From an optimization exercise on the open Yosys and OpenROAD flow, aimed at small area; shortcuts taken in it are not production practice.
The RTL was checked by simulation tests, not by an equivalence proof against the original design.

`flow/config.mk`:
```
export PLATFORM = sky130hd
export DESIGN_NAME = fft_peak_detect
export DESIGN_NICKNAME = fft_peak_detect
export VERILOG_FILES = /design/flow/design.v
export SDC_FILE = /design/flow/constraint.sdc
export NUM_CORES = 4
export LEC_CHECK = 0
export CAP_MARGIN = 0
export CORE_MARGIN = 2
export CORE_UTILIZATION = 84
export CTS_BUF_LIST = sky130_fd_sc_hd__clkbuf_8
export GPL_TIMING_DRIVEN = 0
export PLACE_DENSITY = 0.75
export SLEW_MARGIN = 0
```
`flow/constraint.sdc`:
```
create_clock -name core_clock -period 10.0 [get_ports {sys_clk}]
set_input_delay 2.0000 -clock core_clock [delete_from_list [all_inputs] [get_ports {sys_clk}]]
set_output_delay 2.0000 -clock core_clock [all_outputs]
set_load 0.01 [all_outputs]
```
`flow/design.v`:
```
`default_nettype none
package fft_peak_detect_pkg;
  localparam int FPD_DATA_W = 16;
  localparam int FPD_IDX_W  = 10;
  typedef enum logic [1:0] {
    ST_IDLE   = 2'd0,
    ST_ACCUM  = 2'd1,
    ST_DRAIN  = 2'd2,
    ST_REPORT = 2'd3
  } fpd_state_e;
endpackage
`default_nettype wire
`default_nettype none
module fft_mag2_pipe
#(
  parameter int DATA_W = fft_peak_detect_pkg::FPD_DATA_W
) (
  input  logic [DATA_W-1:0]     in_re,
  input  logic [DATA_W-1:0]     in_im,
  output logic [2*DATA_W-1:0]   out_pow
);
  wire [15:0] a = in_re;
  wire [15:0] b = in_im;
  wire w0 = a[0] & a[1];
  wire w1 = a[0] & a[2];
  wire w2 = a[0] & a[3];
  wire w3 = a[0] & a[4];
  wire w4 = a[0] & a[5];
  wire w5 = a[0] & a[6];
  wire w6 = a[0] & a[7];
  wire w7 = a[0] & a[8];
  wire w8 = a[0] & a[9];
  wire w9 = a[0] & a[10];
  wire w10 = a[0] & a[11];
  wire w11 = a[0] & a[12];
  wire w12 = a[0] & a[13];
  wire w13 = a[0] & a[14];
  wire w14 = ~(a[15] & a[0]);
  wire w15 = a[1] & a[2];
  wire w16 = a[1] & a[3];
  wire w17 = a[1] & a[4];
  wire w18 = a[1] & a[5];
  wire w19 = a[1] & a[6];
  wire w20 = a[1] & a[7];
  wire w21 = a[1] & a[8];
  wire w22 = a[1] & a[9];
  wire w23 = a[1] & a[10];
  wire w24 = a[1] & a[11];
  wire w25 = a[1] & a[12];
  wire w26 = a[1] & a[13];
  wire w27 = a[1] & a[14];
  wire w28 = ~(a[15] & a[1]);
  wire w29 = a[2] & a[3];
  wire w30 = a[2] & a[4];
  wire w31 = a[2] & a[5];
  wire w32 = a[2] & a[6];
  wire w33 = a[2] & a[7];
  wire w34 = a[2] & a[8];
  wire w35 = a[2] & a[9];
  wire w36 = a[2] & a[10];
  wire w37 = a[2] & a[11];
  wire w38 = a[2] & a[12];
  wire w39 = a[2] & a[13];
  wire w40 = a[2] & a[14];
  wire w41 = ~(a[15] & a[2]);
  wire w42 = a[3] & a[4];
  wire w43 = a[3] & a[5];
  wire w44 = a[3] & a[6];
  wire w45 = a[3] & a[7];
  wire w46 = a[3] & a[8];
  wire w47 = a[3] & a[9];
  wire w48 = a[3] & a[10];
  wire w49 = a[3] & a[11];
  wire w50 = a[3] & a[12];
  wire w51 = a[3] & a[13];
  wire w52 = a[3] & a[14];
  wire w53 = ~(a[15] & a[3]);
  wire w54 = a[4] & a[5];
  wire w55 = a[4] & a[6];
  wire w56 = a[4] & a[7];
  wire w57 = a[4] & a[8];
  wire w58 = a[4] & a[9];
  wire w59 = a[4] & a[10];
  wire w60 = a[4] & a[11];
  wire w61 = a[4] & a[12];
  wire w62 = a[4] & a[13];
  wire w63 = a[4] & a[14];
  wire w64 = ~(a[15] & a[4]);
  wire w65 = a[5] & a[6];
  wire w66 = a[5] & a[7];
  wire w67 = a[5] & a[8];
  wire w68 = a[5] & a[9];
  wire w69 = a[5] & a[10];
  wire w70 = a[5] & a[11];
  wire w71 = a[5] & a[12];
  wire w72 = a[5] & a[13];
  wire w73 = a[5] & a[14];
  wire w74 = ~(a[15] & a[5]);
  wire w75 = a[6] & a[7];
  wire w76 = a[6] & a[8];
  wire w77 = a[6] & a[9];
  wire w78 = a[6] & a[10];
  wire w79 = a[6] & a[11];
  wire w80 = a[6] & a[12];
  wire w81 = a[6] & a[13];
  wire w82 = a[6] & a[14];
  wire w83 = ~(a[15] & a[6]);
  wire w84 = a[7] & a[8];
  wire w85 = a[7] & a[9];
  wire w86 = a[7] & a[10];
  wire w87 = a[7] & a[11];
  wire w88 = a[7] & a[12];
  wire w89 = a[7] & a[13];
  wire w90 = a[7] & a[14];
  wire w91 = ~(a[15] & a[7]);
  wire w92 = a[8] & a[9];
  wire w93 = a[8] & a[10];
  wire w94 = a[8] & a[11];
  wire w95 = a[8] & a[12];
  wire w96 = a[8] & a[13];
  wire w97 = a[8] & a[14];
  wire w98 = ~(a[15] & a[8]);
  wire w99 = a[9] & a[10];
  wire w100 = a[9] & a[11];
  wire w101 = a[9] & a[12];
  wire w102 = a[9] & a[13];
  wire w103 = a[9] & a[14];
  wire w104 = ~(a[15] & a[9]);
  wire w105 = a[10] & a[11];
  wire w106 = a[10] & a[12];
  wire w107 = a[10] & a[13];
  wire w108 = a[10] & a[14];
  wire w109 = ~(a[15] & a[10]);
  wire w110 = a[11] & a[12];
  wire w111 = a[11] & a[13];
  wire w112 = a[11] & a[14];
  wire w113 = ~(a[15] & a[11]);
  wire w114 = a[12] & a[13];
  wire w115 = a[12] & a[14];
  wire w116 = ~(a[15] & a[12]);
  wire w117 = a[13] & a[14];
  wire w118 = ~(a[15] & a[13]);
  wire w119 = ~(a[15] & a[14]);
  wire w120 = b[0] & b[1];
  wire w121 = b[0] & b[2];
  wire w122 = b[0] & b[3];
  wire w123 = b[0] & b[4];
  wire w124 = b[0] & b[5];
  wire w125 = b[0] & b[6];
  wire w126 = b[0] & b[7];
  wire w127 = b[0] & b[8];
  wire w128 = b[0] & b[9];
  wire w129 = b[0] & b[10];
  wire w130 = b[0] & b[11];
  wire w131 = b[0] & b[12];
  wire w132 = b[0] & b[13];
  wire w133 = b[0] & b[14];
  wire w134 = ~(b[15] & b[0]);
  wire w135 = b[1] & b[2];
  wire w136 = b[1] & b[3];
  wire w137 = b[1] & b[4];
  wire w138 = b[1] & b[5];
  wire w139 = b[1] & b[6];
  wire w140 = b[1] & b[7];
  wire w141 = b[1] & b[8];
  wire w142 = b[1] & b[9];
  wire w143 = b[1] & b[10];
  wire w144 = b[1] & b[11];
  wire w145 = b[1] & b[12];
  wire w146 = b[1] & b[13];
  wire w147 = b[1] & b[14];
  wire w148 = ~(b[15] & b[1]);
  wire w149 = b[2] & b[3];
  wire w150 = b[2] & b[4];
  wire w151 = b[2] & b[5];
  wire w152 = b[2] & b[6];
  wire w153 = b[2] & b[7];
  wire w154 = b[2] & b[8];
  wire w155 = b[2] & b[9];
  wire w156 = b[2] & b[10];
  wire w157 = b[2] & b[11];
  wire w158 = b[2] & b[12];
  wire w159 = b[2] & b[13];
  wire w160 = b[2] & b[14];
  wire w161 = ~(b[15] & b[2]);
  wire w162 = b[3] & b[4];
  wire w163 = b[3] & b[5];
  wire w164 = b[3] & b[6];
  wire w165 = b[3] & b[7];
  wire w166 = b[3] & b[8];
  wire w167 = b[3] & b[9];
  wire w168 = b[3] & b[10];
  wire w169 = b[3] & b[11];
  wire w170 = b[3] & b[12];
  wire w171 = b[3] & b[13];
  wire w172 = b[3] & b[14];
  wire w173 = ~(b[15] & b[3]);
  wire w174 = b[4] & b[5];
  wire w175 = b[4] & b[6];
  wire w176 = b[4] & b[7];
  wire w177 = b[4] & b[8];
  wire w178 = b[4] & b[9];
  wire w179 = b[4] & b[10];
  wire w180 = b[4] & b[11];
  wire w181 = b[4] & b[12];
  wire w182 = b[4] & b[13];
  wire w183 = b[4] & b[14];
  wire w184 = ~(b[15] & b[4]);
  wire w185 = b[5] & b[6];
  wire w186 = b[5] & b[7];
  wire w187 = b[5] & b[8];
  wire w188 = b[5] & b[9];
  wire w189 = b[5] & b[10];
  wire w190 = b[5] & b[11];
  wire w191 = b[5] & b[12];
  wire w192 = b[5] & b[13];
  wire w193 = b[5] & b[14];
  wire w194 = ~(b[15] & b[5]);
  wire w195 = b[6] & b[7];
  wire w196 = b[6] & b[8];
  wire w197 = b[6] & b[9];
  wire w198 = b[6] & b[10];
  wire w199 = b[6] & b[11];
  wire w200 = b[6] & b[12];
  wire w201 = b[6] & b[13];
  wire w202 = b[6] & b[14];
  wire w203 = ~(b[15] & b[6]);
  wire w204 = b[7] & b[8];
  wire w205 = b[7] & b[9];
  wire w206 = b[7] & b[10];
  wire w207 = b[7] & b[11];
  wire w208 = b[7] & b[12];
  wire w209 = b[7] & b[13];
  wire w210 = b[7] & b[14];
  wire w211 = ~(b[15] & b[7]);
  wire w212 = b[8] & b[9];
  wire w213 = b[8] & b[10];
  wire w214 = b[8] & b[11];
  wire w215 = b[8] & b[12];
  wire w216 = b[8] & b[13];
  wire w217 = b[8] & b[14];
  wire w218 = ~(b[15] & b[8]);
  wire w219 = b[9] & b[10];
  wire w220 = b[9] & b[11];
  wire w221 = b[9] & b[12];
  wire w222 = b[9] & b[13];
  wire w223 = b[9] & b[14];
  wire w224 = ~(b[15] & b[9]);
  wire w225 = b[10] & b[11];
  wire w226 = b[10] & b[12];
  wire w227 = b[10] & b[13];
  wire w228 = b[10] & b[14];
  wire w229 = ~(b[15] & b[10]);
  wire w230 = b[11] & b[12];
  wire w231 = b[11] & b[13];
  wire w232 = b[11] & b[14];
  wire w233 = ~(b[15] & b[11]);
  wire w234 = b[12] & b[13];
  wire w235 = b[12] & b[14];
  wire w236 = ~(b[15] & b[12]);
  wire w237 = b[13] & b[14];
  wire w238 = ~(b[15] & b[13]);
  wire w239 = ~(b[15] & b[14]);
  wire w240 = w10 ^ w23;
  wire w241 = w10 & w23;
  wire w242, w243;
  assign {w243, w242} = w12 + w25 + w37;
  wire w244 = w48 ^ w58;
  wire w245 = w48 & w58;
  wire w246, w247;
  assign {w247, w246} = w13 + w26 + w38;
  wire w248 = w49 ^ w59;
  wire w249 = w49 & w59;
  wire w250, w251;
  assign {w251, w250} = w14 + w27 + w39;
  wire w252, w253;
  assign {w253, w252} = w50 + w60 + w69;
  wire w254, w255;
  assign {w255, w254} = w77 + w84 + a[8];
  wire w256 = w134 ^ w147;
  wire w257 = w134 & w147;
  wire w258, w259;
  assign {w259, w258} = w28 + w40 + w51;
  wire w260, w261;
  assign {w261, w260} = w61 + w70 + w78;
  wire w262, w263;
  assign {w263, w262} = w85 + w148 + w160;
  wire w264, w265;
  assign {w265, w264} = w41 + w52 + w62;
  wire w266, w267;
  assign {w267, w266} = w71 + w79 + w86;
  wire w268, w269;
  assign {w269, w268} = w92 + a[9] + w161;
  wire w270, w271;
  assign {w271, w270} = w53 + w63 + w72;
  wire w272, w273;
  assign {w273, w272} = w64 + w73 + w81;
  wire w274 = w6 ^ w19;
  wire w275 = w6 & w19;
  wire w276, w277;
  assign {w277, w276} = w8 + w21 + w33;
  wire w278 = w44 ^ w54;
  wire w279 = w44 & w54;
  wire w280, w281;
  assign {w281, w280} = w9 + w22 + w34;
  wire w282 = w45 ^ w55;
  wire w283 = w45 & w55;
  wire w284, w285;
  assign {w285, w284} = w35 + w46 + w56;
  wire w286, w287;
  assign {w287, w286} = w65 + a[6] + w130;
  wire w288, w289;
  assign {w289, w288} = w143 + w155 + w166;
  wire w290, w291;
  assign {w291, w290} = w11 + w24 + w36;
  wire w292, w293;
  assign {w293, w292} = w47 + w57 + w66;
  wire w294, w295;
  assign {w295, w294} = w131 + w144 + w156;
  wire w296 = w167 ^ w177;
  wire w297 = w167 & w177;
  wire w298, w299;
  assign {w299, w298} = w67 + w75 + a[7];
  wire w300, w301;
  assign {w301, w300} = w132 + w145 + w157;
  wire w302, w303;
  assign {w303, w302} = w168 + w178 + w187;
  wire w304, w305;
  assign {w305, w304} = w195 + b[7] + w242;
  wire w306, w307;
  assign {w307, w306} = w68 + w76 + w133;
  wire w308, w309;
  assign {w309, w308} = w146 + w158 + w169;
  wire w310, w311;
  assign {w311, w310} = w179 + w188 + w196;
  wire w312, w313;
  assign {w313, w312} = w246 + w248 + w243;
  wire w314, w315;
  assign {w315, w314} = w159 + w170 + w180;
  wire w316, w317;
  assign {w317, w316} = w189 + w197 + w204;
  wire w318, w319;
  assign {w319, w318} = b[8] + w250 + w252;
  wire w320, w321;
  assign {w321, w320} = w254 + w256 + w247;
  wire w322, w323;
  assign {w323, w322} = w171 + w181 + w190;
  wire w324, w325;
  assign {w325, w324} = w198 + w205 + 1'b1;
  wire w326, w327;
  assign {w327, w326} = w258 + w260 + w262;
  wire w328, w329;
  assign {w329, w328} = w251 + w253 + w255;
  wire w330, w331;
  assign {w331, w330} = w172 + w182 + w191;
  wire w332, w333;
  assign {w333, w332} = w199 + w206 + w212;
  wire w334, w335;
  assign {w335, w334} = b[9] + w264 + w266;
  wire w336, w337;
  assign {w337, w336} = w268 + w259 + w261;
  wire w338, w339;
  assign {w339, w338} = w80 + w87 + w93;
  wire w340, w341;
  assign {w341, w340} = w173 + w183 + w192;
  wire w342, w343;
  assign {w343, w342} = w200 + w207 + w213;
  wire w344, w345;
  assign {w345, w344} = w270 + w265 + w267;
  wire w346, w347;
  assign {w347, w346} = w88 + w94 + w99;
  wire w348, w349;
  assign {w349, w348} = a[10] + w184 + w193;
  wire w350, w351;
  assign {w351, w350} = w201 + w208 + w214;
  wire w352, w353;
  assign {w353, w352} = w219 + b[10] + w272;
  wire w354, w355;
  assign {w355, w354} = w74 + w82 + w89;
  wire w356, w357;
  assign {w357, w356} = w95 + w100 + w194;
  wire w358, w359;
  assign {w359, w358} = w202 + w209 + w215;
  wire w360, w361;
  assign {w361, w360} = w83 + w90 + w96;
  wire w362, w363;
  assign {w363, w362} = w101 + w105 + a[11];
  wire w364, w365;
  assign {w365, w364} = w203 + w210 + w216;
  wire w366, w367;
  assign {w367, w366} = w91 + w97 + w102;
  wire w368, w369;
  assign {w369, w368} = w98 + w103 + w107;
  wire w370, w371;
  assign {w371, w370} = w4 + w17 + w29;
  wire w372 = w5 ^ w18;
  wire w373 = w5 & w18;
  wire w374, w375;
  assign {w375, w374} = w31 + w42 + a[4];
  wire w376, w377;
  assign {w377, w376} = w126 + w139 + w151;
  wire w378, w379;
  assign {w379, w378} = w7 + w20 + w32;
  wire w380, w381;
  assign {w381, w380} = w43 + w127 + w140;
  wire w382 = w152 ^ w163;
  wire w383 = w152 & w163;
  wire w384, w385;
  assign {w385, w384} = a[5] + w128 + w141;
  wire w386, w387;
  assign {w387, w386} = w153 + w164 + w174;
  wire w388, w389;
  assign {w389, w388} = b[5] + w276 + w278;
  wire w390, w391;
  assign {w391, w390} = w129 + w142 + w154;
  wire w392, w393;
  assign {w393, w392} = w165 + w175 + w280;
  wire w394, w395;
  assign {w395, w394} = w282 + w277 + w279;
  wire w396, w397;
  assign {w397, w396} = w176 + w185 + b[6];
  wire w398, w399;
  assign {w399, w398} = w240 + w284 + w286;
  wire w400, w401;
  assign {w401, w400} = w288 + w281 + w283;
  wire w402, w403;
  assign {w403, w402} = w186 + w241 + w290;
  wire w404, w405;
  assign {w405, w404} = w292 + w294 + w296;
  wire w406, w407;
  assign {w407, w406} = w285 + w287 + w289;
  wire w408, w409;
  assign {w409, w408} = w244 + w298 + w300;
  wire w410, w411;
  assign {w411, w410} = w302 + w304 + w291;
  wire w412, w413;
  assign {w413, w412} = w293 + w295 + w297;
  wire w414, w415;
  assign {w415, w414} = w245 + w306 + w308;
  wire w416, w417;
  assign {w417, w416} = w310 + w312 + w299;
  wire w418, w419;
  assign {w419, w418} = w301 + w303 + w305;
  wire w420, w421;
  assign {w421, w420} = w249 + w314 + w316;
  wire w422, w423;
  assign {w423, w422} = w318 + w320 + w307;
  wire w424, w425;
  assign {w425, w424} = w309 + w311 + w313;
  wire w426, w427;
  assign {w427, w426} = w257 + w322 + w324;
  wire w428, w429;
  assign {w429, w428} = w326 + w328 + w315;
  wire w430, w431;
  assign {w431, w430} = w317 + w319 + w321;
  wire w432, w433;
  assign {w433, w432} = w263 + w330 + w332;
  wire w434, w435;
  assign {w435, w434} = w334 + w336 + w323;
  wire w436, w437;
  assign {w437, w436} = w325 + w327 + w329;
  wire w438, w439;
  assign {w439, w438} = w269 + w338 + w340;
  wire w440, w441;
  assign {w441, w440} = w342 + w344 + w331;
  wire w442, w443;
  assign {w443, w442} = w333 + w335 + w337;
  wire w444, w445;
  assign {w445, w444} = w271 + w346 + w348;
  wire w446, w447;
  assign {w447, w446} = w350 + w352 + w339;
  wire w448, w449;
  assign {w449, w448} = w341 + w343 + w345;
  wire w450, w451;
  assign {w451, w450} = w220 + w273 + w354;
  wire w452, w453;
  assign {w453, w452} = w356 + w358 + w347;
  wire w454, w455;
  assign {w455, w454} = w349 + w351 + w353;
  wire w456, w457;
  assign {w457, w456} = w221 + w225 + b[11];
  wire w458, w459;
  assign {w459, w458} = w360 + w362 + w364;
  wire w460, w461;
  assign {w461, w460} = w355 + w357 + w359;
  wire w462, w463;
  assign {w463, w462} = w106 + w211 + w217;
  wire w464, w465;
  assign {w465, w464} = w222 + w226 + w366;
  wire w466, w467;
  assign {w467, w466} = w361 + w363 + w365;
  wire w468, w469;
  assign {w469, w468} = w110 + a[12] + w218;
  wire w470, w471;
  assign {w471, w470} = w223 + w227 + w230;
  wire w472, w473;
  assign {w473, w472} = b[12] + w368 + w367;
  wire w474, w475;
  assign {w475, w474} = w104 + w108 + w111;
  wire w476, w477;
  assign {w477, w476} = w224 + w228 + w231;
  wire w478, w479;
  assign {w479, w478} = w109 + w112 + w114;
  wire w480, w481;
  assign {w481, w480} = a[13] + w229 + w232;
  wire w482, w483;
  assign {w483, w482} = w2 + w15 + a[2];
  wire w484 = w3 ^ w16;
  wire w485 = w3 & w16;
  wire w486, w487;
  assign {w487, w486} = a[3] + w124 + w137;
  wire w488 = w149 ^ b[3];
  wire w489 = w149 & b[3];
  wire w490, w491;
  assign {w491, w490} = w30 + w125 + w138;
  wire w492, w493;
  assign {w493, w492} = w150 + w372 + w371;
  wire w494, w495;
  assign {w495, w494} = w162 + b[4] + w274;
  wire w496, w497;
  assign {w497, w496} = w374 + w376 + w373;
  wire w498, w499;
  assign {w499, w498} = w275 + w378 + w380;
  wire w500, w501;
  assign {w501, w500} = w382 + w375 + w377;
  wire w502, w503;
  assign {w503, w502} = w384 + w386 + w388;
  wire w504, w505;
  assign {w505, w504} = w379 + w381 + w383;
  wire w506, w507;
  assign {w507, w506} = w390 + w392 + w394;
  wire w508, w509;
  assign {w509, w508} = w385 + w387 + w389;
  wire w510, w511;
  assign {w511, w510} = w396 + w398 + w400;
  wire w512, w513;
  assign {w513, w512} = w391 + w393 + w395;
  wire w514, w515;
  assign {w515, w514} = w402 + w404 + w406;
  wire w516, w517;
  assign {w517, w516} = w397 + w399 + w401;
  wire w518, w519;
  assign {w519, w518} = w408 + w410 + w412;
  wire w520, w521;
  assign {w521, w520} = w403 + w405 + w407;
  wire w522, w523;
  assign {w523, w522} = w414 + w416 + w418;
  wire w524, w525;
  assign {w525, w524} = w409 + w411 + w413;
  wire w526, w527;
  assign {w527, w526} = w420 + w422 + w424;
  wire w528, w529;
  assign {w529, w528} = w415 + w417 + w419;
  wire w530, w531;
  assign {w531, w530} = w426 + w428 + w430;
  wire w532, w533;
  assign {w533, w532} = w421 + w423 + w425;
  wire w534, w535;
  assign {w535, w534} = w432 + w434 + w436;
  wire w536, w537;
  assign {w537, w536} = w427 + w429 + w431;
  wire w538, w539;
  assign {w539, w538} = w438 + w440 + w442;
  wire w540, w541;
  assign {w541, w540} = w433 + w435 + w437;
  wire w542, w543;
  assign {w543, w542} = w444 + w446 + w448;
  wire w544, w545;
  assign {w545, w544} = w439 + w441 + w443;
  wire w546, w547;
  assign {w547, w546} = w450 + w452 + w454;
  wire w548, w549;
  assign {w549, w548} = w445 + w447 + w449;
  wire w550, w551;
  assign {w551, w550} = w456 + w458 + w460;
  wire w552, w553;
  assign {w553, w552} = w451 + w453 + w455;
  wire w554, w555;
  assign {w555, w554} = w462 + w464 + w466;
  wire w556, w557;
  assign {w557, w556} = w457 + w459 + w461;
  wire w558, w559;
  assign {w559, w558} = w468 + w470 + w472;
  wire w560, w561;
  assign {w561, w560} = w463 + w465 + w467;
  wire w562, w563;
  assign {w563, w562} = w369 + w474 + w476;
  wire w564, w565;
  assign {w565, w564} = w469 + w471 + w473;
  wire w566, w567;
  assign {w567, w566} = w234 + b[13] + w478;
  wire w568, w569;
  assign {w569, w568} = w480 + w475 + w477;
  wire w570, w571;
  assign {w571, w570} = w113 + w115 + w233;
  wire w572, w573;
  assign {w573, w572} = w235 + w479 + w481;
  wire w574, w575;
  assign {w575, w574} = w116 + w117 + a[14];
  wire w576, w577;
  assign {w577, w576} = w236 + w237 + b[14];
  wire w578 = w0 ^ a[1];
  wire w579 = w0 & a[1];
  wire w580 = w122 ^ w135;
  wire w581 = w122 & w135;
  wire w582, w583;
  assign {w583, w582} = w123 + w136 + w484;
  wire w584, w585;
  assign {w585, w584} = w370 + w486 + w488;
  wire w586, w587;
  assign {w587, w586} = w490 + w492 + w487;
  wire w588, w589;
  assign {w589, w588} = w494 + w496 + w491;
  wire w590, w591;
  assign {w591, w590} = w498 + w500 + w495;
  wire w592, w593;
  assign {w593, w592} = w502 + w504 + w499;
  wire w594, w595;
  assign {w595, w594} = w506 + w508 + w503;
  wire w596, w597;
  assign {w597, w596} = w510 + w512 + w507;
  wire w598, w599;
  assign {w599, w598} = w514 + w516 + w511;
  wire w600, w601;
  assign {w601, w600} = w518 + w520 + w515;
  wire w602, w603;
  assign {w603, w602} = w522 + w524 + w519;
  wire w604, w605;
  assign {w605, w604} = w526 + w528 + w523;
  wire w606, w607;
  assign {w607, w606} = w530 + w532 + w527;
  wire w608, w609;
  assign {w609, w608} = w534 + w536 + w531;
  wire w610, w611;
  assign {w611, w610} = w538 + w540 + w535;
  wire w612, w613;
  assign {w613, w612} = w542 + w544 + w539;
  wire w614, w615;
  assign {w615, w614} = w546 + w548 + w543;
  wire w616, w617;
  assign {w617, w616} = w550 + w552 + w547;
  wire w618, w619;
  assign {w619, w618} = w554 + w556 + w551;
  wire w620, w621;
  assign {w621, w620} = w558 + w560 + w555;
  wire w622, w623;
  assign {w623, w622} = w562 + w564 + w559;
  wire w624, w625;
  assign {w625, w624} = w566 + w568 + w563;
  wire w626, w627;
  assign {w627, w626} = w570 + w572 + w567;
  wire w628, w629;
  assign {w629, w628} = w574 + w576 + w571;
  wire w630, w631;
  assign {w631, w630} = w118 + w238 + w575;
  wire w632, w633;
  assign {w633, w632} = w119 + a[15] + w239;
  wire w634 = w120 ^ b[1];
  wire w635 = w120 & b[1];
  wire w636, w637;
  assign {w637, w636} = w1 + w121 + w579;
  wire w638, w639;
  assign {w639, w638} = b[2] + w482 + w580;
  wire w640, w641;
  assign {w641, w640} = w483 + w582 + w581;
  wire w642, w643;
  assign {w643, w642} = w485 + w584 + w583;
  wire w644, w645;
  assign {w645, w644} = w489 + w586 + w585;
  wire w646, w647;
  assign {w647, w646} = w493 + w588 + w587;
  wire w648, w649;
  assign {w649, w648} = w497 + w590 + w589;
  wire w650, w651;
  assign {w651, w650} = w501 + w592 + w591;
  wire w652, w653;
  assign {w653, w652} = w505 + w594 + w593;
  wire w654, w655;
  assign {w655, w654} = w509 + w596 + w595;
  wire w656, w657;
  assign {w657, w656} = w513 + w598 + w597;
  wire w658, w659;
  assign {w659, w658} = w517 + w600 + w599;
  wire w660, w661;
  assign {w661, w660} = w521 + w602 + w601;
  wire w662, w663;
  assign {w663, w662} = w525 + w604 + w603;
  wire w664, w665;
  assign {w665, w664} = w529 + w606 + w605;
  wire w666, w667;
  assign {w667, w666} = w533 + w608 + w607;
  wire w668, w669;
  assign {w669, w668} = w537 + w610 + w609;
  wire w670, w671;
  assign {w671, w670} = w541 + w612 + w611;
  wire w672, w673;
  assign {w673, w672} = w545 + w614 + w613;
  wire w674, w675;
  assign {w675, w674} = w549 + w616 + w615;
  wire w676, w677;
  assign {w677, w676} = w553 + w618 + w617;
  wire w678, w679;
  assign {w679, w678} = w557 + w620 + w619;
  wire w680, w681;
  assign {w681, w680} = w561 + w622 + w621;
  wire w682, w683;
  assign {w683, w682} = w565 + w624 + w623;
  wire w684, w685;
  assign {w685, w684} = w569 + w626 + w625;
  wire w686, w687;
  assign {w687, w686} = w573 + w628 + w627;
  wire w688, w689;
  assign {w689, w688} = w577 + w630 + w629;
  wire w690, w691;
  assign {w691, w690} = b[15] + w632 + w631;
  wire [31:0] ra = {w633, w690, w688, w686, w684, w682, w680, w678, w676, w674, w672, w670, w668, w666, w664, w662, w660, w658, w656, w654, w652, w650, w648, w646, w644, w642, w640, w638, w636, w578, 1'b0, a[0]};
  wire [31:0] rb = {w691, w689, w687, w685, w683, w681, w679, w677, w675, w673, w671, w669, w667, w665, w663, w661, w659, w657, w655, w653, w651, w649, w647, w645, w643, w641, w639, w637, w635, w634, 1'b0, b[0]};
  wire w692 = ra[0] ^ rb[0];
  wire w693 = ra[0] & rb[0];
  wire w694, w695;
  assign {w695, w694} = ra[1] + rb[1] + w693;
  wire w696, w697;
  assign {w697, w696} = ra[2] + rb[2] + w695;
  wire w698, w699;
  assign {w699, w698} = ra[3] + rb[3] + w697;
  wire w700, w701;
  assign {w701, w700} = ra[4] + rb[4] + w699;
  wire w702, w703;
  assign {w703, w702} = ra[5] + rb[5] + w701;
  wire w704, w705;
  assign {w705, w704} = ra[6] + rb[6] + w703;
  wire w706, w707;
  assign {w707, w706} = ra[7] + rb[7] + w705;
  wire w708 = ra[8] & rb[8];
  wire w709 = ra[9] & rb[9];
  wire w710 = ra[10] & rb[10];
  wire w711 = ra[11] & rb[11];
  wire w712 = ra[12] & rb[12];
  wire w713 = ra[13] & rb[13];
  wire w714 = ra[14] & rb[14];
  wire w715 = ra[15] & rb[15];
  wire w716 = ra[16] & rb[16];
  wire w717 = ra[17] & rb[17];
  wire w718 = ra[18] & rb[18];
  wire w719 = ra[19] & rb[19];
  wire w720 = ra[20] & rb[20];
  wire w721 = ra[21] & rb[21];
  wire w722 = ra[22] & rb[22];
  wire w723 = ra[23] & rb[23];
  wire w724 = ra[24] & rb[24];
  wire w725 = ra[25] & rb[25];
  wire w726 = ra[26] & rb[26];
  wire w727 = ra[27] & rb[27];
  wire w728 = ra[28] & rb[28];
  wire w729 = ra[29] & rb[29];
  wire w730 = ra[30] & rb[30];
  wire w731 = ra[31] & rb[31];
  wire w732 = ra[8] ^ rb[8];
  wire w733 = ra[9] ^ rb[9];
  wire w734 = ra[10] ^ rb[10];
  wire w735 = ra[11] ^ rb[11];
  wire w736 = ra[12] ^ rb[12];
  wire w737 = ra[13] ^ rb[13];
  wire w738 = ra[14] ^ rb[14];
  wire w739 = ra[15] ^ rb[15];
  wire w740 = ra[16] ^ rb[16];
  wire w741 = ra[17] ^ rb[17];
  wire w742 = ra[18] ^ rb[18];
  wire w743 = ra[19] ^ rb[19];
  wire w744 = ra[20] ^ rb[20];
  wire w745 = ra[21] ^ rb[21];
  wire w746 = ra[22] ^ rb[22];
  wire w747 = ra[23] ^ rb[23];
  wire w748 = ra[24] ^ rb[24];
  wire w749 = ra[25] ^ rb[25];
  wire w750 = ra[26] ^ rb[26];
  wire w751 = ra[27] ^ rb[27];
  wire w752 = ra[28] ^ rb[28];
  wire w753 = ra[29] ^ rb[29];
  wire w754 = ra[30] ^ rb[30];
  wire w755 = ra[31] ^ rb[31];
  wire w756 = w708 | (w732 & w707);
  wire w757 = w709 | (w733 & w756);
  wire w758 = w733 & w732;
  wire w759 = w711 | (w735 & w710);
  wire w760 = w735 & w734;
  wire w761 = w713 | (w737 & w712);
  wire w762 = w737 & w736;
  wire w763 = w715 | (w739 & w714);
  wire w764 = w739 & w738;
  wire w765 = w717 | (w741 & w716);
  wire w766 = w741 & w740;
  wire w767 = w719 | (w743 & w718);
  wire w768 = w743 & w742;
  wire w769 = w721 | (w745 & w720);
  wire w770 = w745 & w744;
  wire w771 = w723 | (w747 & w722);
  wire w772 = w747 & w746;
  wire w773 = w725 | (w749 & w724);
  wire w774 = w749 & w748;
  wire w775 = w727 | (w751 & w726);
  wire w776 = w751 & w750;
  wire w777 = w729 | (w753 & w728);
  wire w778 = w753 & w752;
  wire w779 = w731 | (w755 & w730);
  wire w780 = w755 & w754;
  wire w781 = w759 | (w760 & w757);
  wire w782 = w760 & w758;
  wire w783 = w763 | (w764 & w761);
  wire w784 = w764 & w762;
  wire w785 = w767 | (w768 & w765);
  wire w786 = w768 & w766;
  wire w787 = w771 | (w772 & w769);
  wire w788 = w772 & w770;
  wire w789 = w775 | (w776 & w773);
  wire w790 = w776 & w774;
  wire w791 = w779 | (w780 & w777);
  wire w792 = w780 & w778;
  wire w793 = w783 | (w784 & w781);
  wire w794 = w784 & w782;
  wire w795 = w787 | (w788 & w785);
  wire w796 = w788 & w786;
  wire w797 = w791 | (w792 & w789);
  wire w798 = w792 & w790;
  wire w799 = w795 | (w796 & w793);
  wire w800 = w796 & w794;
  wire w801 = w797 | (w798 & w799);
  wire w802 = w798 & w800;
  wire w803 = w785 | (w786 & w793);
  wire w804 = w786 & w794;
  wire w805 = w789 | (w790 & w799);
  wire w806 = w790 & w800;
  wire w807 = w761 | (w762 & w781);
  wire w808 = w762 & w782;
  wire w809 = w765 | (w766 & w793);
  wire w810 = w766 & w794;
  wire w811 = w769 | (w770 & w803);
  wire w812 = w770 & w804;
  wire w813 = w773 | (w774 & w799);
  wire w814 = w774 & w800;
  wire w815 = w777 | (w778 & w805);
  wire w816 = w778 & w806;
  wire w817 = w710 | (w734 & w757);
  wire w818 = w734 & w758;
  wire w819 = w712 | (w736 & w781);
  wire w820 = w736 & w782;
  wire w821 = w714 | (w738 & w807);
  wire w822 = w738 & w808;
  wire w823 = w716 | (w740 & w793);
  wire w824 = w740 & w794;
  wire w825 = w718 | (w742 & w809);
  wire w826 = w742 & w810;
  wire w827 = w720 | (w744 & w803);
  wire w828 = w744 & w804;
  wire w829 = w722 | (w746 & w811);
  wire w830 = w746 & w812;
  wire w831 = w724 | (w748 & w799);
  wire w832 = w748 & w800;
  wire w833 = w726 | (w750 & w813);
  wire w834 = w750 & w814;
  wire w835 = w728 | (w752 & w805);
  wire w836 = w752 & w806;
  wire w837 = w730 | (w754 & w815);
  wire w838 = w754 & w816;
  wire w839 = w732 ^ w707;
  wire w840 = w733 ^ w756;
  wire w841 = w734 ^ w757;
  wire w842 = w735 ^ w817;
  wire w843 = w736 ^ w781;
  wire w844 = w737 ^ w819;
  wire w845 = w738 ^ w807;
  wire w846 = w739 ^ w821;
  wire w847 = w740 ^ w793;
  wire w848 = w741 ^ w823;
  wire w849 = w742 ^ w809;
  wire w850 = w743 ^ w825;
  wire w851 = w744 ^ w803;
  wire w852 = w745 ^ w827;
  wire w853 = w746 ^ w811;
  wire w854 = w747 ^ w829;
  wire w855 = w748 ^ w799;
  wire w856 = w749 ^ w831;
  wire w857 = w750 ^ w813;
  wire w858 = w751 ^ w833;
  wire w859 = w752 ^ w805;
  wire w860 = w753 ^ w835;
  wire w861 = w754 ^ w815;
  wire w862 = w755 ^ w837;
  assign out_pow = {w862, w861, w860, w859, w858, w857, w856, w855, w854, w853, w852, w851, w850, w849, w848, w847, w846, w845, w844, w843, w842, w841, w840, w839, w706, w704, w702, w700, w698, w696, w694, w692};
endmodule
`default_nettype wire
`default_nettype none
module fft_peak_detect
#(
  parameter int DATA_W = fft_peak_detect_pkg::FPD_DATA_W,
  parameter int FFT_N  = 1024,
  parameter int IDX_W  = fft_peak_detect_pkg::FPD_IDX_W
) (
  input  logic                sys_clk,
  input  logic                sys_rst,
  input  logic [DATA_W-1:0]   s_re,
  input  logic [DATA_W-1:0]   s_im,
  input  logic                s_valid,
  input  logic                s_last,
  output logic                s_ready,
  output logic [IDX_W-1:0]    peak_idx,
  output logic [2*DATA_W-1:0] peak_pow,
  output logic                peak_valid,
  output logic                frame_err,
  output logic                busy
);
  localparam int PW = 2 * DATA_W;
  logic             en_q, post_q, bad_q;
  logic [IDX_W-1:0] cnt_q;
  logic [IDX_W-2:0] run_idx_q, peak_idx_q;
  logic [PW-1:0]    run_pow_q, peak_pow_q;
  logic             w_accept, w_at_end, w_last, w_elig, w_first, w_hit, w_load;
  logic [PW-1:0]    w_pow;
  logic             w_gt;
  assign w_accept = s_valid & s_ready;
  assign w_at_end = &cnt_q;
  assign w_last   = w_accept & (s_last | w_at_end);
  assign w_elig   = ~cnt_q[IDX_W-1] & (|cnt_q);
  assign w_first  = (cnt_q == IDX_W'(1));
  fft_mag2_pipe #(.DATA_W(DATA_W)) u_mag2 (
    .in_re   (s_re),
    .in_im   (s_im),
    .out_pow (w_pow)
  );
  fft_peak_cmp #(.W(PW)) u_cmp (.a(w_pow), .b(run_pow_q), .gt(w_gt), .lt());
  assign w_hit  = w_accept & w_elig & (w_first | w_gt);
  assign w_load = post_q & (cnt_q == IDX_W'(FFT_N - 2)) & ~bad_q;
  always_ff @(posedge sys_clk) begin
    if (w_hit) begin
      run_pow_q <= w_pow;
      run_idx_q <= w_first ? (IDX_W-1)'(|{s_re, s_im}) : cnt_q[IDX_W-2:0];
    end
    if (!post_q) bad_q <= ~(s_last & w_at_end);
  end
  always_ff @(posedge sys_clk or negedge sys_rst) begin
    if (!sys_rst) begin
      en_q       <= 1'b0;
      post_q     <= 1'b0;
      cnt_q      <= '0;
      peak_idx_q <= '0;
      peak_pow_q <= '0;
    end else begin
      en_q <= 1'b1;
      if (w_last) begin
        post_q <= 1'b1;
        cnt_q  <= IDX_W'(FFT_N - 4);
      end else if (post_q | w_accept) begin
        cnt_q <= cnt_q + IDX_W'(1);
        if (w_at_end) post_q <= 1'b0;
      end
      if (w_load) begin
        peak_idx_q <= run_idx_q;
        peak_pow_q <= run_pow_q;
      end
    end
  end
  assign s_ready    = en_q & ~post_q;
  assign busy       = post_q | (|cnt_q);
  assign peak_valid = post_q & w_at_end & ~bad_q;
  assign frame_err  = post_q & w_at_end & bad_q;
  assign peak_idx   = {1'b0, peak_idx_q};
  assign peak_pow   = peak_pow_q;
endmodule
module fft_peak_cmp
#(
  parameter int W = 32
) (
  input  logic [W-1:0] a,
  input  logic [W-1:0] b,
  output logic         gt,
  output logic         lt
);
  if (W == 1) begin : g_leaf
    assign gt = a[0] & ~b[0];
    assign lt = b[0] & ~a[0];
  end else begin : g_node
    localparam int H = W / 2;
    logic gt_hi, lt_hi, gt_lo, lt_lo;
    fft_peak_cmp #(.W(W - H)) u_hi (.a(a[W-1:H]), .b(b[W-1:H]), .gt(gt_hi), .lt(lt_hi));
    fft_peak_cmp #(.W(H))     u_lo (.a(a[H-1:0]), .b(b[H-1:0]), .gt(gt_lo), .lt(lt_lo));
    assign gt = gt_hi | (~lt_hi & gt_lo);
    assign lt = lt_hi | (~gt_hi & lt_lo);
  end
endmodule
`default_nettype wire
```
`flow/flow/run.sh`:
```
#!/bin/bash
set -euo pipefail
RES=orfs/results/sky130hd/fft_peak_detect/base
bash standard.sh synth > synth.log 2>&1
cp $RES/1_2_yosys.v yosys_std.v
python3 flow/faflip.py yosys_std.v $RES/1_2_yosys.v > faflip.log 2>&1
rm -f $RES/1_synth.odb
export PRE_GLOBAL_PLACE_TCL="$PWD/flow/ports.tcl"
export CTS_ARGS="-sink_clustering_enable -repair_clock_nets -buf_list sky130_fd_sc_hd__clkbuf_8 -dont_use_dummy_load"
bash standard.sh > layout.log 2>&1
```
`flow/flow/faflip.py`:
```
#!/usr/bin/env python3
"""Netlist clean-up after synthesis; registers are left as they are.
  - synthesis buffers between cells are dropped;
  - full adders are flipped (FA is self-dual, FA(~a,~b,~c) = ~FA(a,b,c))
    so that inverters around them cancel, choosing the flips by cell area;
  - half adders whose inputs or outputs are inverted become xor/nor or
    xnor/nand gates, two-input gates absorb inverted inputs (De Morgan);
  - mux2 cells become a22o with one shared select inverter;
  - single-load inverters fold into the gate that drives them.

usage: faflip.py IN.v OUT.v
"""
import re, sys

PRE = 'sky130_fd_sc_hd__'
src = open(sys.argv[1]).read()

m = re.search(r'^module\s+(\w+)\s*\((.*?)\);', src, re.S | re.M)
ports = set(p.strip() for p in m.group(2).split(','))
inst_re = re.compile(r'^(\s*)(' + PRE + r'\w+)\s+(\S+)\s*\((.*?)\);\n', re.S | re.M)
pin_re = re.compile(r'\.(\w+)\(([^()]*)\)')

cells = {}   # name -> [type, {pin: net}]
order = []
first = None
for mm in inst_re.finditer(src):
    if first is None:
        first = mm.start()
    t, n, body = mm.group(2), mm.group(3), mm.group(4)
    pins = {p: v.strip() for p, v in pin_re.findall(body)}
    cells[n] = [t[len(PRE):], pins]
    order.append(n)
last = list(inst_re.finditer(src))[-1].end()
head, tail = src[:first], src[last:]
assert 'assign' not in tail and 'assign' not in head, 'assign statements not handled'

OUT = {'X', 'Y', 'Q', 'Q_N', 'SUM', 'COUT', 'HI', 'LO'}


def is_port_net(net):
    return net.split('[')[0].strip() in ports


def build():
    drv, loads = {}, {}
    for n, (t, pins) in cells.items():
        for p, v in pins.items():
            if p in OUT:
                drv[v] = (n, p)
            else:
                loads.setdefault(v, []).append((n, p))
    return drv, loads


cnt = [0]
newnets = []


def newnet():
    cnt[0] += 1
    nn = '_ff%d_' % cnt[0]
    newnets.append(nn)
    return nn


def new_inv(a, y):
    cnt[0] += 1
    nm = '_ffi%d_' % cnt[0]
    cells[nm] = ['inv_1', {'A': a, 'Y': y}]
    return nm


def is_inv(n):
    return n in cells and cells[n][0] in ('inv_1', 'clkinv_1')


def cleanup():
    """Remove inverters without loads, and bypass inverter pairs."""
    changed = True
    while changed:
        changed = False
        drv, loads = build()
        for n in list(cells):
            if n not in cells or not is_inv(n):
                continue
            y = cells[n][1]['Y']
            if not loads.get(y) and not is_port_net(y):
                del cells[n]
                changed = True
                continue
            a = cells[n][1]['A']
            d = drv.get(a)
            # inv -> inv: loads of the second may use the first's input.
            if d and is_inv(d[0]) and not is_port_net(y):
                orig = cells[d[0]][1]['A']
                for (ln, lp) in loads.get(y, []):
                    cells[ln][1][lp] = orig
                del cells[n]
                changed = True
                drv, loads = build()


def ninv():
    return sum(1 for n in cells if is_inv(n))


COMP = {'and2_1': 'nand2_1', 'nand2_1': 'and2_1', 'or2_1': 'nor2_1', 'nor2_1': 'or2_1',
        'xor2_1': 'xnor2_1', 'xnor2_1': 'xor2_1', 'and3_1': 'nand3_1', 'nand3_1': 'and3_1',
        'or3_1': 'nor3_1', 'nor3_1': 'or3_1', 'and4_1': 'nand4_1', 'nand4_1': 'and4_1',
        'or4_1': 'nor4_1', 'nor4_1': 'or4_1', 'inv_1': None}


def outpin(t):
    return 'X' if t.startswith(('and', 'or', 'xor', 'buf', 'clkbuf')) else 'Y'


def flip(f):
    drv, loads = build()
    t, pins = cells[f]
    for p in ('A', 'B', 'CIN'):
        v = pins[p]
        d = drv.get(v)
        if d and is_inv(d[0]):
            pins[p] = cells[d[0]][1]['A']
        elif (d and COMP.get(cells[d[0]][0]) and len(loads.get(v, [])) == 1
              and not is_port_net(v)):
            g = cells[d[0]]
            del g[1][outpin(g[0])]
            g[0] = COMP[g[0]]
            g[1][outpin(g[0])] = v
        else:
            # reuse an inverter of this net if there is one
            inv = [ln for (ln, lp) in loads.get(v, []) if is_inv(ln)]
            if inv:
                pins[p] = cells[inv[0]][1]['Y']
            else:
                nn = newnet()
                new_inv(v, nn)
                pins[p] = nn
    for p in ('SUM', 'COUT'):
        o = pins[p]
        on = newnet()
        pins[p] = on
        rest = []
        for (ln, lp) in loads.get(o, []):
            if is_inv(ln) and not is_port_net(cells[ln][1]['Y']):
                y = cells[ln][1]['Y']
                _, l2 = drv, loads
                for (mn, mp) in loads.get(y, []):
                    cells[mn][1][mp] = on
                del cells[ln]
            else:
                rest.append((ln, lp))
        if rest or is_port_net(o):
            new_inv(on, o)


import copy, random


def ha_fix():
    """HA(~x, ~y) = (x ^ y, ~(x | y)): xor2 + nor2, the same area, two inverters gone."""
    n_fixed = 0
    drv, loads = build()
    for n in list(cells):
        if n not in cells or cells[n][0] != 'ha_1':
            continue
        pins = cells[n][1]
        da, db = drv.get(pins['A']), drv.get(pins['B'])
        if not (da and db and is_inv(da[0]) and is_inv(db[0])):
            continue
        x, y = cells[da[0]][1]['A'], cells[db[0]][1]['A']
        del cells[n]
        cnt[0] += 1
        if 'SUM' in pins:
            cells['_ffx%d_' % cnt[0]] = ['xor2_1', {'A': x, 'B': y, 'X': pins['SUM']}]
        if 'COUT' in pins:
            cells['_ffn%d_' % cnt[0]] = ['nor2_1', {'A': x, 'B': y, 'Y': pins['COUT']}]
        n_fixed += 1
        drv, loads = build()
    cleanup()
    return n_fixed


AREA = {}
_cur = None
for _line in open('/OpenROAD-flow-scripts/flow/platforms/sky130hd/lib/sky130_fd_sc_hd__tt_025C_1v80.lib'):
    _m = re.match(r'\s*cell\s*\(\s*"?(\w+)"?\s*\)', _line)
    if _m:
        _cur = _m.group(1)
    _m = re.match(r'\s*area\s*:\s*([\d.]+)', _line)
    if _m and _cur:
        AREA[_cur[len(PRE):]] = float(_m.group(1))
        _cur = None


def cost():
    return sum(AREA[t] for t, _ in cells.values()) - 3.75 * free_invs()


def free_invs():
    """Inverters, not counting those that only feed half adders whose both
    inputs are inverted (ha_fix removes them)."""
    drv, loads = build()
    k = 0
    for n in cells:
        if not is_inv(n):
            continue
        ls = loads.get(cells[n][1]['Y'], [])
        free = bool(ls) and not is_port_net(cells[n][1]['Y'])
        for (ln, lp) in ls:
            if cells[ln][0] != 'ha_1':
                free = False
                break
            other = cells[ln][1]['B' if lp == 'A' else 'A']
            d = drv.get(other)
            if not (d and is_inv(d[0])):
                free = False
                break
        if free:
            k += 1
    return k


# Drop synthesis buffers between cells (placement repairs what needs it).
nbuf = 0
drv, loads = build()
for n in list(cells):
    t, pins = cells[n]
    if not (t.startswith('buf_') or t.startswith('clkbuf_')):
        continue
    a, x = pins['A'], pins['X']
    if is_port_net(x):
        continue
    for (ln, lp) in loads.get(x, []):
        cells[ln][1][lp] = a
    del cells[n]
    nbuf += 1
    drv, loads = build()
print('buffers removed:', nbuf, file=sys.stderr)
cleanup()
base = cost()
print('inverters at start:', ninv(), 'area', base, file=sys.stderr)
random.seed(1)
fas = [n for n in cells if cells[n][0] == 'fa_1']


def components():
    """Two-colour the full adders: an inverter between two adders asks for
    different colours. Returns [(members, colour)] per connected group."""
    drv, loads = build()
    adj = {f: [] for f in fas}
    for f in fas:
        for p in ('A', 'B', 'CIN'):
            v = cells[f][1][p]
            k = 0
            d = drv.get(v)
            while d and is_inv(d[0]):
                k += 1
                d = drv.get(cells[d[0]][1]['A'])
            if d and cells[d[0]][0] == 'fa_1':
                adj[f].append((d[0], k & 1))
                adj[d[0]].append((f, k & 1))
    col, comps = {}, []
    for f in fas:
        if f in col:
            continue
        col[f] = 0
        q, mem = [f], [f]
        while q:
            u = q.pop()
            for (w, par) in adj[u]:
                if w not in col:
                    col[w] = col[u] ^ par
                    q.append(w)
                    mem.append(w)
        comps.append(mem)
    return comps, col


comps, col = components()
print('adder groups:', len(comps), [len(c) for c in comps][:10], file=sys.stderr)
for mem in comps:
    results = []
    for want in (0, 1):
        save = copy.deepcopy(cells)
        for f in mem:
            if col[f] == want:
                flip(f)
                cleanup()
        results.append((cost(), want))
        cells.clear()
        cells.update(save)
    k, want = min(results)
    if k < base:
        for f in mem:
            if col[f] == want:
                flip(f)
                cleanup()
        base = cost()
print('after colouring:', ninv(), base, file=sys.stderr)
best = copy.deepcopy(cells)
best_k = base
for rnd in range(6):
    random.shuffle(fas)
    for f in fas:
        save = copy.deepcopy(cells)
        flip(f)
        cleanup()
        k = cost()
        # accept ties in the first rounds to leave local minima
        if k < base or (k == base and rnd < 3):
            base = k
        else:
            cells.clear()
            cells.update(save)
        if base < best_k:
            best_k = base
            best = copy.deepcopy(cells)
    print('round', rnd, 'inverters', ninv(), 'area', base, file=sys.stderr)
cells.clear()
cells.update(best)
print('inverters after flips:', ninv(), file=sys.stderr)
print('half adders on two inverted inputs rebuilt:', ha_fix(), 'inverters', ninv(), file=sys.stderr)

drv, loads = build()
for n in list(cells):
    t, pins = cells[n]
    if t != 'ha_1':
        continue
    if not loads.get(pins.get('SUM')) and not is_port_net(pins.get('SUM', '')):
        cells[n] = ['and2_1', {'A': pins['A'], 'B': pins['B'], 'X': pins['COUT']}]
    elif not loads.get(pins.get('COUT')) and not is_port_net(pins.get('COUT', '')):
        cells[n] = ['xor2_1', {'A': pins['A'], 'B': pins['B'], 'X': pins['SUM']}]

# Half adders whose outputs only feed inverters: split into gates of the
# inverted polarity (xnor2 / nand2) and drop the inverters.
n_hs = 0
for n in list(cells):
    if n not in cells or cells[n][0] != 'ha_1':
        continue
    drv, loads = build()
    pins = cells[n][1]
    def inv_only(net):
        ls = loads.get(net, [])
        return bool(ls) and not is_port_net(net) and all(is_inv(l) for l, _ in ls)
    so, co = pins.get('SUM'), pins.get('COUT')
    inv_s = so is not None and inv_only(so)
    inv_c = co is not None and inv_only(co)
    if not (inv_s or inv_c):
        continue
    save = copy.deepcopy(cells)
    base = cost()
    a, b = pins['A'], pins['B']
    del cells[n]
    cnt[0] += 1
    for (o, inv, pos, neg, op, on) in ((so, inv_s, 'xor2_1', 'xnor2_1', 'X', 'Y'),
                                        (co, inv_c, 'and2_1', 'nand2_1', 'X', 'Y')):
        if o is None:
            continue
        if inv:
            nn = newnet()
            for (l, _) in loads.get(o, []):
                y = cells[l][1]['Y']
                for (m, mp) in loads.get(y, []):
                    cells[m][1][mp] = nn
                del cells[l]
            cells['_ffh%d_%s' % (cnt[0], neg)] = [neg, {'A': a, 'B': b, on: nn}]
        else:
            cells['_ffh%d_%s' % (cnt[0], pos)] = [pos, {'A': a, 'B': b, op: o}]
    cleanup()
    if cost() < base - 0.01:
        n_hs += 1
    else:
        cells.clear()
        cells.update(save)
print('half adders split into inverted gates:', n_hs, 'inverters', ninv(), file=sys.stderr)

# De Morgan: two-input gates whose inputs come from inverters.
DM2 = {'and2_1': 'nor2_1', 'or2_1': 'nand2_1', 'nand2_1': 'or2_1', 'nor2_1': 'and2_1',
       'xor2_1': 'xor2_1', 'xnor2_1': 'xnor2_1'}
DM1 = {'xor2_1': 'xnor2_1', 'xnor2_1': 'xor2_1'}
n_dm = 0
base = cost()
for n in list(cells):
    if n not in cells or cells[n][0] not in DM2:
        continue
    drv, loads = build()
    t, pins = cells[n]
    ia = drv.get(pins['A'])
    ib = drv.get(pins['B'])
    ia = ia if ia and is_inv(ia[0]) else None
    ib = ib if ib and is_inv(ib[0]) else None
    if ia and ib:
        newt = DM2[t]
    elif (ia or ib) and t in DM1:
        newt = DM1[t]
    else:
        continue
    save = copy.deepcopy(cells)
    out = pins[outpin(t)]
    del pins[outpin(t)]
    if ia:
        pins['A'] = cells[ia[0]][1]['A']
    if ib:
        pins['B'] = cells[ib[0]][1]['A']
    cells[n][0] = newt
    pins[outpin(newt)] = out
    cleanup()
    k = cost()
    if k < base - 0.01:
        base = k
        n_dm += 1
    else:
        cells.clear()
        cells.update(save)
print('gates rewritten on inverted inputs:', n_dm, 'inverters', ninv(), file=sys.stderr)

# mux2 (11.3 um2) -> a22o (8.8 um2) with one shared inverter per select net.
n_mx = 0
drv, loads = build()
sel_inv = {}
for n in list(cells):
    t, pins = cells[n]
    if t not in ('mux2_1', 'mux2_2'):
        continue
    sl = pins['S']
    if sl not in sel_inv:
        inv = [ln for (ln, lp) in loads.get(sl, []) if is_inv(ln)]
        if inv:
            sel_inv[sl] = cells[inv[0]][1]['Y']
        else:
            nn = newnet()
            new_inv(sl, nn)
            sel_inv[sl] = nn
    cells[n] = ['a22o_1', {'A1': sl, 'A2': pins['A1'], 'B1': sel_inv[sl], 'B2': pins['A0'], 'X': pins['X']}]
    n_mx += 1
print('mux2 rebuilt as a22o:', n_mx, file=sys.stderr)

# Fold a single-load inverter into the simple gate that drives it.
folded = 0
drv, loads = build()
for n in list(cells):
    if n not in cells or not is_inv(n):
        continue
    a = cells[n][1]['A']
    d = drv.get(a)
    if not d or d[0] not in cells or is_port_net(a) or len(loads.get(a, [])) != 1:
        continue
    g = cells[d[0]]
    if g[0] not in COMP or COMP[g[0]] is None:
        continue
    outp = 'Y' if 'Y' in g[1] else 'X'
    newt = COMP[g[0]]
    newout = 'Y' if newt.startswith('n') or newt.startswith('xn') else 'X'
    if newt.startswith('xnor'):
        newout = 'Y'
    if newt.startswith('xor'):
        newout = 'X'
    y = cells[n][1]['Y']
    del g[1][outp]
    g[1][newout] = y
    g[0] = newt
    del cells[n]
    folded += 1
    drv, loads = build()
print('folded into gates:', folded, 'inverters left:', ninv(), file=sys.stderr)

# Write out.
used = set()
for t, pins in cells.values():
    used.update(pins.values())
decl = ''.join('  wire %s;\n' % w for w in newnets if w in used)
body = []
for n in order + [k for k in cells if k not in order]:
    if n not in cells:
        continue
    t, pins = cells[n]
    body.append('  %s%s %s (\n%s\n  );\n' % (PRE, t, n, ',\n'.join('    .%s(%s%s)' % (p, v, ' ' if v.startswith('\\') else '') for p, v in pins.items())))
open(sys.argv[2], 'w').write(head.rstrip(' ') + decl + ''.join(body) + tail)
```
`flow/flow/ports.tcl`:
```
# Port buffers: every input gets a sky130_fd_sc_hd__buf_2 (they fan out to many gates),
# outputs the smallest plain buffer.
rename buffer_ports my_orig_buffer_ports
proc buffer_ports {args} {
  my_orig_buffer_ports -inputs -buffer_cell sky130_fd_sc_hd__buf_2
  my_orig_buffer_ports -outputs -buffer_cell sky130_fd_sc_hd__buf_1
}
```
`flow/standard.sh`:
```
#!/bin/bash
# synth_recipe.tcl (not shown) runs the flow's synth.tcl, then flattens the netlist and writes it again
# the make line also repeats each setting of config.mk as NAME=value (left out here)
make -C /OpenROAD-flow-scripts/flow DESIGN_CONFIG=/design/flow/config.mk WORK_HOME=/design/flow/orfs CLKGATE_MAP_FILE= SYNTH_SCRIPT=/design/flow/synth_recipe.tcl "${@:-finish}"
```
==> summary.md, run 1 <==
| Metric | Value |
|---|---|
| Status | `finished clean` |
| Drt drc | `0` |
| Total grt overflow | `0` |
| Routed length per instance | `about 23 µm` |
| Min Hold Slack | `0.481 ns` |
| DRT Wirelength | `about 28000 µm` |
| Ant. Diodes | `0` |
| Nets | `approximately 1300` |
| Worst R2R End | `peak_pow_q[20]` |
| Initial antenna violation count | `0` |
| Reg2reg setup slack | `just under 7 ns` |
| Starting Density | `a little under nine tenths` |
| Setup CP Type | `input port to flip-flop` |
| Starting DRC count in detailed routing | `1091` |
| Die X | `between 100 and 150 µm` |
| Htree depth | `3` |
| GR Util All Layers | `~44%` |
| Vias per cell | `between 6 and 7` |
| Hold path start | `run_idx_q[2]` |
| Tcrit/Tclk final | `95.5%` |
| Worst setup SP type | `input port` |
| Post-layout min period | `about 9.5 ns` |
| Die area | `0.0136 mm²` |
| Gate count of the mapped netlist | `about 960` |
| Die Height | `about 120 µm` |
| Root buffer cell | `clkbuf_8` |
| CORE AREA | `roughly 0.013 mm²` |
| Ys Warns | `1` |
| CTS tree | `built` |
| Hold WC Path Type | `flip-flop to flip-flop` |
| CTS Buffer Depth | `2` |
| Final hold viol count | `0` |
| Final HPWL DP | `~20000 µm` |
| Clk Latency, worst-skew pair | `around 0.36 ns` |
| Clock sink count | `95` |
| Syn Area/Cell | `about 11 µm²` |
| CTS buffer count | `9` |
| Final setup viols | `0` |
| Reg2Reg Depth | `6` |
| Setup TNS | `0 ns` |
| Max Cap Viol | `0` |
| CP Max Fanout | `23` |
| Fmax | `around 0.10 GHz` |
| Syn Nets | `1228` |
| Fin util | `approximately nine tenths` |
| Worst-Margin Slew | `between 1 and 1.5 ns` |
| CTS Hold Bufs | `0` |
| Vias in the first global route | `slightly above 9000` |
| First-pass GRT wire length | `roughly 44000 µm` |
| Synthesized cell area | `between 0.01 and 0.015 mm²` |
| Maximum number of pins on one net before global-route repair | `54` |
| Fin Clk Skew | `around 0.025 ns` |
| GP Congestion | `roughly 0.96` |
| RSZ-0062 raised after global routing | `false` |
| Max_slew headroom | `under 10%` |
| PortBufs | `80` |
| Critical Path Source | `s_re[0]` |
| DRT Pass-1 Iters | `9` |
| Via count | `roughly 8500` |
| Layout area overhead | `7.10%` |
| CP Capture Type | `flip-flop` |
| CP Capture Point | `run_pow_q[16]` |
| Max-slew violations | `0` |
| Reg2reg start | `cnt_q[6]` |
| FP Rows | `41` |
| WP data arrival | `about 9.6 ns` |
| IO Pins | `82` |
| Share of post-route cells with drive strength above 1 | `between 6 and 7%` |
| Antenna Violating Nets Remaining | `0` |
| Clock-pin slew on the worst setup and hold paths | `roughly 0.07 ns` |
| Critical path data required time | `~10 ns` |
-- timing repair --
action                                  4_1_cts  5_1_grt
pin swaps                                     1        0
endpoints found under the hold margin         0        0
setup buffers                                 4        0
endpoints found under the setup margin       23       41
resized for setup                             0        2
cloned                                        0        0
-- flip-flops by register name, summed over array words and instances (netlist names) --
| register | flops |
|---|---|
| cnt_q | 10 |
| run_idx_q | 9 |
| bad_q | 1 |
| post_q | 1 |
| en_q | 1 |
| run_pow_q | 32 |
| peak_idx_q | 9 |
| peak_pow_q | 32 |
-- layer usage --
layer / vias up / part of all wire, % / track usage [%]
met5: - / 0 / 0
met4: 0 / 4.9 / 19.3
met3: 184 / 13 / 11.5
met2: 788 / 49 / 72.5
met1: 4172 / 33 / 54.7
li1: 3349 / - / -
-- cells in the final DEF (no fill, tap or decap), types with 2 or more instances in the layout --
| cell type | count |
|---|---|
| nor2b_1 | 10 |
| buf_4 | 5 |
| and2_1 | 51 |
| nand3_1 | 12 |
| o21bai_1 | 2 |
| a21oi_1 | 17 |
| o221ai_1 | 3 |
| maj3_1 | 8 |
| dfrtp_1 | 53 |
| o2111ai_1 | 2 |
| nand4_1 | 2 |
| a221oi_1 | 2 |
| xor2_1 | 29 |
| buf_1 | 45 |
| clkbuf_8 | 9 |
| a31oi_1 | 3 |
| conb_1 | 2 |
| o31ai_1 | 2 |
| or4_1 | 2 |
| buf_2 | 35 |
| and4_1 | 2 |
| o21a_1 | 3 |
| nand2b_1 | 5 |
| a21boi_0 | 3 |
| a21o_1 | 7 |
| o211ai_1 | 4 |
| a41o_1 | 2 |
| nor4_1 | 8 |
| a22o_1 | 42 |
| edfxtp_1 | 42 |
| nand2_1 | 236 |
| fa_1 | 228 |
| o21ai_0 | 15 |
| a211oi_1 | 2 |
| ha_1 | 2 |
| nor2_1 | 37 |
| inv_1 | 70 |
| maj3_2 | 3 |
| nor3_1 | 2 |
| xnor2_1 | 21 |
-- worst min-delay path by stage --
stage / slack (ns) / to / depth (start not counted)
floorplan: 0.46 / peak_idx_q[0] / 1
global placement: 0.46 / peak_idx_q[3] / 1
detailed placement: 0.46 / peak_idx_q[1] / 1
CTS: 0.48 / peak_idx_q[2] / 1
global route: 0.50 / peak_idx_q[5] / 1
finish: 0.48 / peak_idx_q[2] / 1
-- layout make-up --
class / instances / area, µm²
fill: 498 / 1110
clock buffer: 9 / 124
multi-input combinational: 796 / 7810
inverter: 70 / 263
buffer: 1 / 7.51
sequential: 95 / 2590
tap: 172 / 215
timing repair buffer: 85 / 402
-- worst max-delay path: stages --
cell	delay [ns]
buf_2	0.33
nand2_1	0.15
fa_1	0.56
fa_1	0.44
fa_1	0.43
fa_1	0.46
fa_1	0.47
fa_1	0.46
fa_1	0.41
fa_1	0.42
nor2b_1	0.13
o21ai_0	0.15
o21ai_2	0.33
o211ai_2	0.16
nor2b_1	0.29
a21boi_0	0.19
fa_1	0.61
nor2_1	0.08
maj3_1	0.36
maj3_1	0.36
o21ai_0	0.19
a21oi_1	0.10
nor2_1	0.24
a21oi_4	0.13
buf_16	0.19
-- stage by stage --
step                      setup WS [ns]  instances  cell area (µm²)
after global routing             0.0779       1228            11400
after detailed placement         -0.401       1215            11300
final                             0.453       1228            11400
after floorplan                   0.458        962            10700
after global placement            -1.06       1214            11200
after CTS                         0.297       1228            11400
==> run 2: changes to the inputs <==
--- a/flow/config.mk
+++ b/flow/config.mk
@@ -12,3 +12,2 @@
 export GPL_TIMING_DRIVEN = 0
-export PLACE_DENSITY = 0.75
 export SLEW_MARGIN = 0
==> run 2 against run 1 <==
Effect of this change:
- global-route usage is the same
- wire length stayed put
- still clean on timing, DRC and antenna
- non-clock buffer count did not move
==> summary.md, run 2 <==
| Metric | Value |
|---|---|
| Status | `finished clean (unchanged)` |
| Final setup viols | `0 (unchanged)` |
| Nets | `1324 (unchanged)` |
| Fin cells | `1228 (unchanged)` |
| Die Height | `117 µm (unchanged)` |
| Clock sink count | `95 (unchanged)` |
| CTS Buffer Depth | `2 (unchanged)` |
| Dpl cells | `1215 (unchanged)` |
| Post-layout min period | `9.55 ns (unchanged)` |
| Syn Area/Cell | `11.1 µm² (unchanged)` |
| Hold WC Path Type | `flip-flop to flip-flop (unchanged)` |
| Die X | `117 µm (unchanged)` |
| GP Congestion | `0.964 (unchanged)` |
| Via count | `8493 (unchanged)` |
| First-pass GRT wire length | `44100 µm (unchanged)` |
| Initial antenna violation count | `0 (unchanged)` |
| CP Max Fanout | `23 (unchanged)` |
| Starting Density | `85.1% (unchanged)` |
| Area of the multi-input gates | `0.00781 mm² (unchanged)` |
| GRT met3 Usage | `11.5% (unchanged)` |
| CTS Hold Bufs | `0 (unchanged)` |
| Filler cells | `498 (unchanged)` |
| Vias in the first global route | `9060 (unchanged)` |
| CORE AREA | `0.0125 mm² (unchanged)` |
| Max_slew headroom | `8.69% (unchanged)` |
| Setup TNS | `0 ns (unchanged)` |
| GRT busiest layer | `met2 (unchanged)` |
| Final hold viol count | `0 (unchanged)` |
| IO Pins | `82 (unchanged)` |
| Final HPWL DP | `19800 µm (unchanged)` |
| Synthesized cell area | `0.0107 mm² (unchanged)` |
| Setup CP Type | `input port to flip-flop (unchanged)` |
| Max Cap Viol | `0 (unchanged)` |
| Post-place instance area | `0.0113 mm² (unchanged)` |
| Syn Nets | `1228 (unchanged)` |
| Tcrit/Tclk final | `95.5% (unchanged)` |
| Fin util | `91.2% (unchanged)` |
| Starting DRC count in detailed routing | `1091 (unchanged)` |
| Clock-pin slew on the worst setup and hold paths | `0.07 ns (about the same)` |
| Fmax | `0.105 GHz (unchanged)` |
| Commonest non-fill, non-tap cell in the layout | `nand2_1 (unchanged)` |
| FP Rows | `41 (unchanged)` |
| Largest registers | `peak_pow_q (32), run_pow_q (32), cnt_q (10) (unchanged)` |
| CP Capture Type | `flip-flop (unchanged)` |
| CTS buffer count | `9 (unchanged)` |
| Die area | `0.0136 mm² (unchanged)` |
| Critical path data required time | `10.10 ns (about the same)` |
| Routed length per instance | `22.7 µm (unchanged)` |
| Clk Latency, worst-skew pair | `0.36 ns (about the same)` |
| Htree depth | `3 (unchanged)` |
| Sequential cell area | `0.00259 mm² (unchanged)` |
| Reg2Reg Depth | `6 (unchanged)` |
| Drt drc | `0 (unchanged)` |
| GR Util All Layers | `43.5% (unchanged)` |
| Total grt overflow | `0 (unchanged)` |
| DRT Wirelength | `27800 µm (unchanged)` |
| Ant. Diodes | `0 (unchanged)` |
| Most frequent cells in the layout | `nand2_1, fa_1, inv_1, dfrtp_1, and2_1 (unchanged)` |
| DRT Pass-1 Iters | `9 (unchanged)` |
| Design area | `0.0114 mm² (unchanged)` |
| WP data arrival | `9.64 ns (about the same)` |
| Worst setup SP type | `input port (unchanged)` |
| GR Util met1 | `54.7% (unchanged)` |
| Vias per cell | `6.92 (unchanged)` |
| RSZ-0062 raised after global routing | `false (unchanged)` |
| Worst-Margin Slew | `1.37 ns (unchanged)` |
| Ys Warns | `1 (unchanged)` |
| Antenna Violating Nets Remaining | `0 (unchanged)` |
| M2 GR Usage | `72.5% (unchanged)` |
| Share of post-route cells with drive strength above 1 | `6.25% (unchanged)` |
| Worst Hold Depth | `1 (unchanged)` |
| Gate count of the mapped netlist | `962 (unchanged)` |
| Layout area overhead | `7.10% (unchanged)` |
| CTS tree | `built (unchanged)` |
| Fin Clk Skew | `0.0251 ns (unchanged)` |
| PortBufs | `80 (unchanged)` |
| Maximum number of pins on one net before global-route repair | `54 (unchanged)` |
| Root buffer cell | `clkbuf_8 (unchanged)` |
| Max-slew violations | `0 (unchanged)` |
==> run 2: cell counts in the layout (fill, tap and decap cells not counted) <==
No cell type changed its count.
==> run 2: metrics by stage <==
stage / hold WS (ns) / setup slack [ns]
after floorplan: 0.456 / 0.458
after global placement: 0.459 / -1.06
after detailed placement: 0.465 / -0.401
after CTS: 0.485 / 0.297
after global routing: 0.502 / 0.0779
final: 0.481 / 0.453
==> run 2: critical path, cell delays in order <==
cell	delay, ns
buf_2	0.33
nand2_1	0.15
fa_1	0.56
fa_1	0.44
fa_1	0.43
fa_1	0.46
fa_1	0.47
fa_1	0.46
fa_1	0.41
fa_1	0.42
nor2b_1	0.13
o21ai_0	0.15
o21ai_2	0.33
o211ai_2	0.16
nor2b_1	0.29
a21boi_0	0.19
fa_1	0.61
nor2_1	0.08
maj3_1	0.36
maj3_1	0.36
o21ai_0	0.19
a21oi_1	0.10
nor2_1	0.24
a21oi_4	0.13
buf_16	0.19
==> run 2: area by class of cell <==
type | count | area share [%]
Timing Repair Buffer | 85 | 3.52
Multi-Input combinational cell | 796 | 68.5
Buffer | 1 | 0.0658
Sequential cell | 95 | 22.7
Clock buffer | 9 | 1.09
Inverter | 70 | 2.30
Tap cell | 172 | 1.89
==> run 2: path summary, 6_finish.rpt <==
path	start	to	slack, ns
max	s_re[0]	run_pow_q[16]	0.45
min	run_idx_q[2]	peak_idx_q[2]	0.48
max reg2reg	cnt_q[6]	peak_pow_q[20]	6.75
min reg2reg	run_idx_q[2]	peak_idx_q[2]	0.48
max in group asynchronous	sys_rst	peak_pow_q[19]	7.43
min in group asynchronous	sys_rst	peak_pow_q[4]	1.86
==> run 2: what timing repair did <==
action,CTS,global route
setup endpoints to repair,23,41
cloned,0,0
pin swaps,1,0
gates resized for setup,0,2
buffers inserted,4,0
==> run 2: routing by layer <==
metal	up-vias	routed length (µm)
met1	4172	9280
met3	184	3660
li1	3349	-
met5	-	0
met4	0	1360
met2	788	13500

==> separate check: timing with driven ports <==
The flow's constraints put no driver on any port. The routed layouts listed below were extracted and timed again, unchanged, in two steps.
Step 1 assumes that a clkbuf_16 drives the clock port and a buf_2 every other input.
Step 2 moves the port delays by t, midway between the first and last clock arrival at a register: inputs arrive t later, outputs are due t later. That takes back most of the time a late clock gives input paths.
Three values: ideal ports, drivers, drivers and shift; two values: the first two.
| run | t, ns | setup slack, ns | worst hold slack (ns) | latest minus earliest clock arrival (ns) | worst data-port slew with drivers (ns) |
|---|---|---|---|---|---|
| run 1 | 0.384 | 0.453 / 0.461 / 0.077 | 0.481 / 0.481 / 0.481 | 0.025 / 0.025 | 0.03 |
| run 2 | 0.384 | 0.453 / 0.461 / 0.077 | 0.481 / 0.481 / 0.481 | 0.025 / 0.025 | 0.03 |
After both steps setup and hold are still met in every run listed.
